This is an optimization exercise on Yosys and OpenROAD, whose aim is small area, a short achievable clock period and few clock cycles per item, not a production implementation.
In this exercise RTL edits were held to simulation tests only and were not proved equivalent to the original.
Power figures rest on the tool's default switching activity, not on a simulated workload.

==> trial 21 <==
Design mb_booth_mult32, start of the top module:
module mb_booth_mult32 (
    input  logic          clk,
    input  logic          rst,
    input  logic          in_valid,
    input  logic [mb_pkg::N-1:0]  a,
    input  logic [mb_pkg::N-1:0]  b,
    output logic          out_valid,
    output logic [63:0]   product
);
clock: 10.0 ns
lec_check: 0
cap_margin: 20
core_margin: 2
core_utilization: 40
slew_margin: 50
synth_hierarchical: 1
run.sh (not shown) runs the stock make flow with config.mk's settings and CLKGATE_MAP_FILE= SYNTH_SCRIPT=/design/flow/synth_recipe.tcl, a recipe that flattens the netlist after the stock synthesis.
==> inputs of trial 85, as changes to trial 21 <==
--- a/flow/design.v
+++ b/flow/design.v
@@ -1643,34 +1643,34 @@
     assign c854 = pp_s[14][31] | pp_s[15][29];
     mb_fa u_s855 (.a(s853), .b(c850), .ci(c852), .s(s855), .co(c856));
     mb_fa u_s857 (.a(pp_s[14][32]), .b(pp_s[15][30]), .ci(c854), .s(s857), .co(c858));
     assign s859 = ~(pp_s[15][31] ^ c858);
     assign c860 = pp_s[15][31] | c858;
-    mb_ha u_s861 (.a(r1_8_0), .b(r1_8_1), .s(s861), .co(c862));
-    mb_ha u_s863 (.a(r1_9_0), .b(r1_9_1), .s(s863), .co(c864));
+    mb_fa u_s861 (.a(r1_8_0), .b(r1_8_1), .ci(r1_8_2), .s(s861), .co(c862));
+    mb_fa u_s863 (.a(r1_9_0), .b(r1_9_1), .ci(c862), .s(s863), .co(c864));
     mb_ha u_s865 (.a(r1_10_0), .b(r1_10_1), .s(s865), .co(c866));
-    mb_ha u_s867 (.a(r1_11_0), .b(r1_11_1), .s(s867), .co(c868));
+    mb_fa u_s867 (.a(r1_11_0), .b(r1_11_1), .ci(c866), .s(s867), .co(c868));
     mb_ha u_s869 (.a(r1_12_0), .b(r1_12_1), .s(s869), .co(c870));
-    mb_ha u_s871 (.a(r1_13_0), .b(r1_13_1), .s(s871), .co(c872));
+    mb_fa u_s871 (.a(r1_13_0), .b(r1_13_1), .ci(c870), .s(s871), .co(c872));
     mb_ha u_s873 (.a(r1_14_0), .b(r1_14_1), .s(s873), .co(c874));
-    mb_ha u_s875 (.a(r1_15_0), .b(r1_15_1), .s(s875), .co(c876));
+    mb_fa u_s875 (.a(r1_15_0), .b(r1_15_1), .ci(c874), .s(s875), .co(c876));
     mb_ha u_s877 (.a(r1_16_0), .b(r1_16_1), .s(s877), .co(c878));
-    mb_ha u_s879 (.a(r1_17_0), .b(r1_17_1), .s(s879), .co(c880));
+    mb_fa u_s879 (.a(r1_17_0), .b(r1_17_1), .ci(c878), .s(s879), .co(c880));
     mb_ha u_s881 (.a(r1_18_0), .b(r1_18_1), .s(s881), .co(c882));
-    mb_ha u_s883 (.a(r1_19_0), .b(r1_19_1), .s(s883), .co(c884));
+    mb_fa u_s883 (.a(r1_19_0), .b(r1_19_1), .ci(c882), .s(s883), .co(c884));
     mb_ha u_s885 (.a(r1_20_0), .b(r1_20_1), .s(s885), .co(c886));
-    mb_ha u_s887 (.a(r1_21_0), .b(r1_21_1), .s(s887), .co(c888));
+    mb_fa u_s887 (.a(r1_21_0), .b(r1_21_1), .ci(c886), .s(s887), .co(c888));
     mb_ha u_s889 (.a(r1_22_0), .b(r1_22_1), .s(s889), .co(c890));
-    mb_ha u_s891 (.a(r1_23_0), .b(r1_23_1), .s(s891), .co(c892));
+    mb_fa u_s891 (.a(r1_23_0), .b(r1_23_1), .ci(c890), .s(s891), .co(c892));
     mb_ha u_s893 (.a(r1_24_0), .b(r1_24_1), .s(s893), .co(c894));
-    mb_ha u_s895 (.a(r1_25_0), .b(r1_25_1), .s(s895), .co(c896));
+    mb_fa u_s895 (.a(r1_25_0), .b(r1_25_1), .ci(c894), .s(s895), .co(c896));
     mb_ha u_s897 (.a(r1_26_0), .b(r1_26_1), .s(s897), .co(c898));
-    mb_ha u_s899 (.a(r1_27_0), .b(r1_27_1), .s(s899), .co(c900));
+    mb_fa u_s899 (.a(r1_27_0), .b(r1_27_1), .ci(c898), .s(s899), .co(c900));
     mb_fa u_s901 (.a(r1_28_0), .b(r1_28_1), .ci(r1_28_2), .s(s901), .co(c902));
-    mb_ha u_s903 (.a(r1_28_3), .b(c900), .s(s903), .co(c904));
+    mb_ha u_s903 (.a(r1_28_3), .b(s901), .s(s903), .co(c904));
     mb_fa u_s905 (.a(r1_29_0), .b(r1_29_1), .ci(r1_29_2), .s(s905), .co(c906));
-    mb_ha u_s907 (.a(c902), .b(c904), .s(s907), .co(c908));
+    mb_ha u_s907 (.a(c902), .b(s905), .s(s907), .co(c908));
     mb_fa u_s909 (.a(r1_30_0), .b(r1_30_1), .ci(r1_30_2), .s(s909), .co(c910));
     mb_ha u_s911 (.a(c906), .b(s909), .s(s911), .co(c912));
     mb_fa u_s913 (.a(r1_31_0), .b(r1_31_1), .ci(r1_31_2), .s(s913), .co(c914));
     mb_ha u_s915 (.a(c910), .b(s913), .s(s915), .co(c916));
     mb_fa u_s917 (.a(r1_32_0), .b(r1_32_1), .ci(r1_32_2), .s(s917), .co(c918));
@@ -1682,22 +1682,22 @@
     mb_fa u_s929 (.a(r1_35_0), .b(r1_35_1), .ci(r1_35_2), .s(s929), .co(c930));
     mb_fa u_s931 (.a(r1_35_3), .b(c926), .ci(s929), .s(s931), .co(c932));
     mb_fa u_s933 (.a(r1_36_0), .b(r1_36_1), .ci(c930), .s(s933), .co(c934));
     mb_ha u_s935 (.a(r1_37_0), .b(r1_37_1), .s(s935), .co(c936));
     mb_fa u_s937 (.a(r1_38_0), .b(r1_38_1), .ci(r1_38_2), .s(s937), .co(c938));
-    mb_ha u_s939 (.a(r1_39_0), .b(r1_39_1), .s(s939), .co(c940));
+    mb_fa u_s939 (.a(r1_39_0), .b(r1_39_1), .ci(c938), .s(s939), .co(c940));
     mb_fa u_s941 (.a(r1_40_0), .b(r1_40_1), .ci(r1_40_2), .s(s941), .co(c942));
-    mb_ha u_s943 (.a(r1_41_0), .b(r1_41_1), .s(s943), .co(c944));
+    mb_fa u_s943 (.a(r1_41_0), .b(r1_41_1), .ci(c942), .s(s943), .co(c944));
     mb_fa u_s945 (.a(r1_42_0), .b(r1_42_1), .ci(r1_42_2), .s(s945), .co(c946));
-    mb_ha u_s947 (.a(r1_43_0), .b(r1_43_1), .s(s947), .co(c948));
+    mb_fa u_s947 (.a(r1_43_0), .b(r1_43_1), .ci(c946), .s(s947), .co(c948));
     mb_fa u_s949 (.a(r1_44_0), .b(r1_44_1), .ci(r1_44_2), .s(s949), .co(c950));
-    mb_ha u_s951 (.a(r1_45_0), .b(r1_45_1), .s(s951), .co(c952));
+    mb_fa u_s951 (.a(r1_45_0), .b(r1_45_1), .ci(c950), .s(s951), .co(c952));
     mb_fa u_s953 (.a(r1_46_0), .b(r1_46_1), .ci(r1_46_2), .s(s953), .co(c954));
-    mb_ha u_s955 (.a(r1_47_0), .b(r1_47_1), .s(s955), .co(c956));
-    mb_ha u_s957 (.a(r1_49_0), .b(r1_49_1), .s(s957), .co(c958));
-    mb_ha u_s959 (.a(r1_51_0), .b(r1_51_1), .s(s959), .co(c960));
-    mb_ha u_s961 (.a(r1_53_0), .b(r1_53_1), .s(s961), .co(c962));
+    mb_fa u_s955 (.a(r1_47_0), .b(r1_47_1), .ci(c954), .s(s955), .co(c956));
+    mb_fa u_s957 (.a(r1_49_0), .b(r1_49_1), .ci(r1_49_2), .s(s957), .co(c958));
+    mb_fa u_s959 (.a(r1_51_0), .b(r1_51_1), .ci(r1_51_2), .s(s959), .co(c960));
+    mb_fa u_s961 (.a(r1_53_0), .b(r1_53_1), .ci(r1_53_2), .s(s961), .co(c962));
     always_ff @(posedge clk) begin
         r1_0_0 <= neg_s[0];
         r1_0_1 <= pp_s[0][0];
         r1_1_0 <= pp_s[0][1];
         r1_2_0 <= s1;
@@ -1828,12 +1828,12 @@
         r1_62_0 <= pp_s[15][32];
         r1_62_1 <= c860;
         v1_q <= v0_q & ~rst;
     end
     logic [63:0] row_a_s, row_b_s, sum_s;
-    assign row_a_s = {1'b1, r1_62_0, r1_61_0, r1_60_0, r1_59_0, r1_58_0, r1_57_0, r1_56_0, r1_55_0, r1_54_0, r1_53_2, r1_52_0, r1_51_2, r1_50_0, r1_49_2, r1_48_0, s955, c952, s951, c948, s947, c944, s943, c940, s939, c936, s935, c932, c928, c924, c920, c916, c912, c908, s905, s901, c898, c896, c894, c892, c890, c888, c886, c884, c882, c880, c878, c876, c874, c872, c870, c868, c866, c864, c862, r1_8_2, r1_7_0, r1_6_0, r1_5_0, r1_4_0, r1_3_0, r1_2_0, r1_1_0, r1_0_0};
-    assign row_b_s = {1'b0, r1_62_1, 1'b0, r1_60_1, 1'b0, r1_58_1, 1'b0, r1_56_1, 1'b0, c962, s961, c960, s959, c958, s957, c956, c954, s953, c950, s949, c946, s945, c942, s941, c938, s937, c934, s933, s931, s927, s923, s919, s915, s911, s907, s903, s899, s897, s895, s893, s891, s889, s887, s885, s883, s881, s879, s877, s875, s873, s871, s869, s867, s865, s863, s861, 1'b0, 1'b0, 1'b0, 1'b0, 1'b0, 1'b0, 1'b0, r1_0_1};
+    assign row_a_s = {1'b1, r1_62_0, r1_61_0, r1_60_0, r1_59_0, r1_58_0, r1_57_0, r1_56_0, r1_55_0, r1_54_0, s961, r1_52_0, s959, r1_50_0, s957, r1_48_0, s955, s953, s951, s949, s947, s945, s943, s941, s939, c936, s935, c932, c928, c924, c920, c916, c912, c908, c904, c900, s899, s897, s895, s893, s891, s889, s887, s885, s883, s881, s879, s877, s875, s873, s871, s869, s867, s865, s863, s861, r1_7_0, r1_6_0, r1_5_0, r1_4_0, r1_3_0, r1_2_0, r1_1_0, r1_0_0};
+    assign row_b_s = {1'b0, r1_62_1, 1'b0, r1_60_1, 1'b0, r1_58_1, 1'b0, r1_56_1, 1'b0, c962, 1'b0, c960, 1'b0, c958, 1'b0, c956, 1'b0, c952, 1'b0, c948, 1'b0, c944, 1'b0, c940, 1'b0, s937, c934, s933, s931, s927, s923, s919, s915, s911, s907, s903, 1'b0, c896, 1'b0, c892, 1'b0, c888, 1'b0, c884, 1'b0, c880, 1'b0, c876, 1'b0, c872, 1'b0, c868, 1'b0, c864, 1'b0, 1'b0, 1'b0, 1'b0, 1'b0, 1'b0, 1'b0, 1'b0, 1'b0, r1_0_1};
     logic g0_0, g0_1, g0_2, g0_3, g0_4, g0_5, g0_6, g0_7, g0_8, g0_9, g0_10, g0_11, g0_12, g0_13, g0_14, g0_15, g0_16, g0_17, g0_18, g0_19, g0_20, g0_21, g0_22, g0_23, g0_24, g0_25, g0_26, g0_27, g0_28, g0_29, g0_30, g0_31, g0_32, g0_33, g0_34, g0_35, g0_36, g0_37, g0_38, g0_39, g0_40, g0_41, g0_42, g0_43, g0_44, g0_45, g0_46, g0_47, g0_48, g0_49, g0_50, g0_51, g0_52, g0_53, g0_54, g0_55, g0_56, g0_57, g0_58, g0_59, g0_60, g0_61, g0_62, g0_63;
     logic p0_0;
     assign p0_0 = row_a_s[0] ^ row_b_s[0];
     assign g0_0 = row_a_s[0] & row_b_s[0];
     logic p0_1;
==> inputs of build 43, as changes to trial 21 <==
--- a/flow/config.mk
+++ b/flow/config.mk
@@ -6,7 +6,7 @@
 export NUM_CORES = 4
 export LEC_CHECK = 0
 export CAP_MARGIN = 20
 export CORE_MARGIN = 2
 export CORE_UTILIZATION = 40
-export SLEW_MARGIN = 50
+export SLEW_MARGIN = 35
 export SYNTH_HIERARCHICAL = 1
==> inputs of trial 19, as changes to trial 21 <==
==> flow/config.mk (replaced) <==
export PLATFORM = sky130hd
export DESIGN_NAME = mb_booth_mult32
export DESIGN_NICKNAME = mb_booth_mult32
export VERILOG_FILES = /design/flow/design.v
export SDC_FILE = /design/flow/constraint.sdc
export NUM_CORES = 4
export LEC_CHECK = 0
export ABC_AREA = 1
export CAP_MARGIN = 20
export CORE_MARGIN = 2
export CORE_UTILIZATION = 40
export SLEW_MARGIN = 50
export SYNTH_HIERARCHICAL = 1
==> metrics.md <==
| Metric | Value |
|---|---|
| Top cell type's share of synthesized area | 31.2% |
| Crit-path cells | buf_4 > a22oi_1 > xnor2_1 > fa_1 > fa_1 > fa_1 > fa_1 > fa_1 |
| Worst VDD drop | 208 uV |
| CP bufs+invs | 1 |
| Crit-path most repeated cell | fa_1 |
| First-pass GRT wire length | 149000 um |
| Main area contributors after synthesis | fa_1 31%, dfxtp_1 19%, xnor2_1 16% |
| DR vias/cell | 6.24 |
| Crit share post-route | 38.5% |
| Status | complete, no violations |
| Post-route setup slack | 6.15 ns |
| Leak pwr | 0.0112 uW |
| Worst-case reg-to-reg path depth | 8 |
Source of the figures above: trial 85

==> metrics.md <==
| Metric | Value |
|---|---|
| Top cell type's share of synthesized area | 27.4% |
| Crit share post-route | 43.8% |
| Status | complete, no violations |
| Leak pwr | 0.0158 uW |
| Crit-path most repeated cell | fa_1 |
| DR vias/cell | 5.60 |
| Worst-case reg-to-reg path depth | 11 |
| First-pass GRT wire length | 170000 um |
| Post-route setup slack | 5.62 ns |
Source of the figures above: trial 19

==> metrics.md <==
| Metric | Value |
|---|---|
| Status | complete, no violations |
| Crit-path cells | a22oi_1 > xnor2_1 > fa_1 > fa_1 > fa_1 > fa_1 > fa_1 |
| Post-route setup slack | 5.85 ns |
| Worst VDD drop | 196 uV |
| Main area contributors after synthesis | fa_1 29%, dfxtp_1 19%, xnor2_1 15% |
| Crit share post-route | 41.5% |
| DR vias/cell | 6.25 |
| Leak pwr | 0.0116 uW |
| First-pass GRT wire length | 153000 um |
Source of the figures above: build 43

==> metrics.md <==
| Metric | Value |
|---|---|
| Status | complete, no violations |
| Main area contributors after synthesis | fa_1 29%, dfxtp_1 19%, xnor2_1 15% |
| DR vias/cell | 6.24 |
| Post-route setup slack | 6.10 ns |
| Crit-path cells | fa_1 > ha_1 > ha_1 > nand4_1 > nor4_1 > nand3_1 > a211oi_2 > a21oi_1 > o41ai_2 > or2b_2 > or4b_1 > nand3b_1 |
| Worst-case reg-to-reg path depth | 12 |
| First-pass GRT wire length | 154000 um |
| Top cell type's share of synthesized area | 29.5% |
| Crit-path most repeated cell | ha_1 |
| Crit share post-route | 39.0% |
| Leak pwr | 0.0116 uW |
Source of the figures above: trial 21

Testbench counts of trial 21, summed over its fixed seeds: cycles 160,016, items 160,000.
Testbench counts of trial 85, summed over its fixed seeds: cycles 160,016, items 160,000.
Testbench counts of build 43, summed over its fixed seeds: cycles 160,016, items 160,000.
Testbench counts of trial 19, summed over its fixed seeds: cycles 160,016, items 160,000.

what the ideal ports hide:
How much do the figures lean on ideal ports? The routed layouts below were timed once more, with nothing changed but the port constraints.
Step 1 assumes that a clkbuf_16 drives the clock port and a buf_2 every other input.
Step 2, shift: input delay + t, output delay - t, t = (earliest + latest rising clock arrival at the registers) / 2. This alone moves slack from input paths to output paths.
Slacks: no drivers / after step 1 / after step 2; pairs: no drivers / after step 1.
run | t (ns) | setup slack, ns | hold slack, ns | clock arrival spread, ns | pins driven straight from the clock port
trial 21 | 0.632 | 6.098 / 6.098 / 5.696 | 0.447 / 0.447 / 0.447 | 0.039 / 0.040 | 1
trial 85 | 0.615 | 6.146 / 6.146 / 6.146 | 0.445 / 0.445 / 0.445 | 0.021 / 0.021 | 1
build 43 | 0.633 | 5.853 / 5.853 / 5.701 | 0.437 / 0.437 / 0.437 | 0.026 / 0.026 | 1
trial 19 | 0.632 | 5.625 / 5.625 / 5.625 | 0.406 / 0.406 / 0.406 | 0.024 / 0.024 | 1
After both steps setup and hold are still met in every run listed. For trial 21, which loses most, drivers alone change the setup slack by 0.000 ns; drivers and shift together by -0.402 ns.
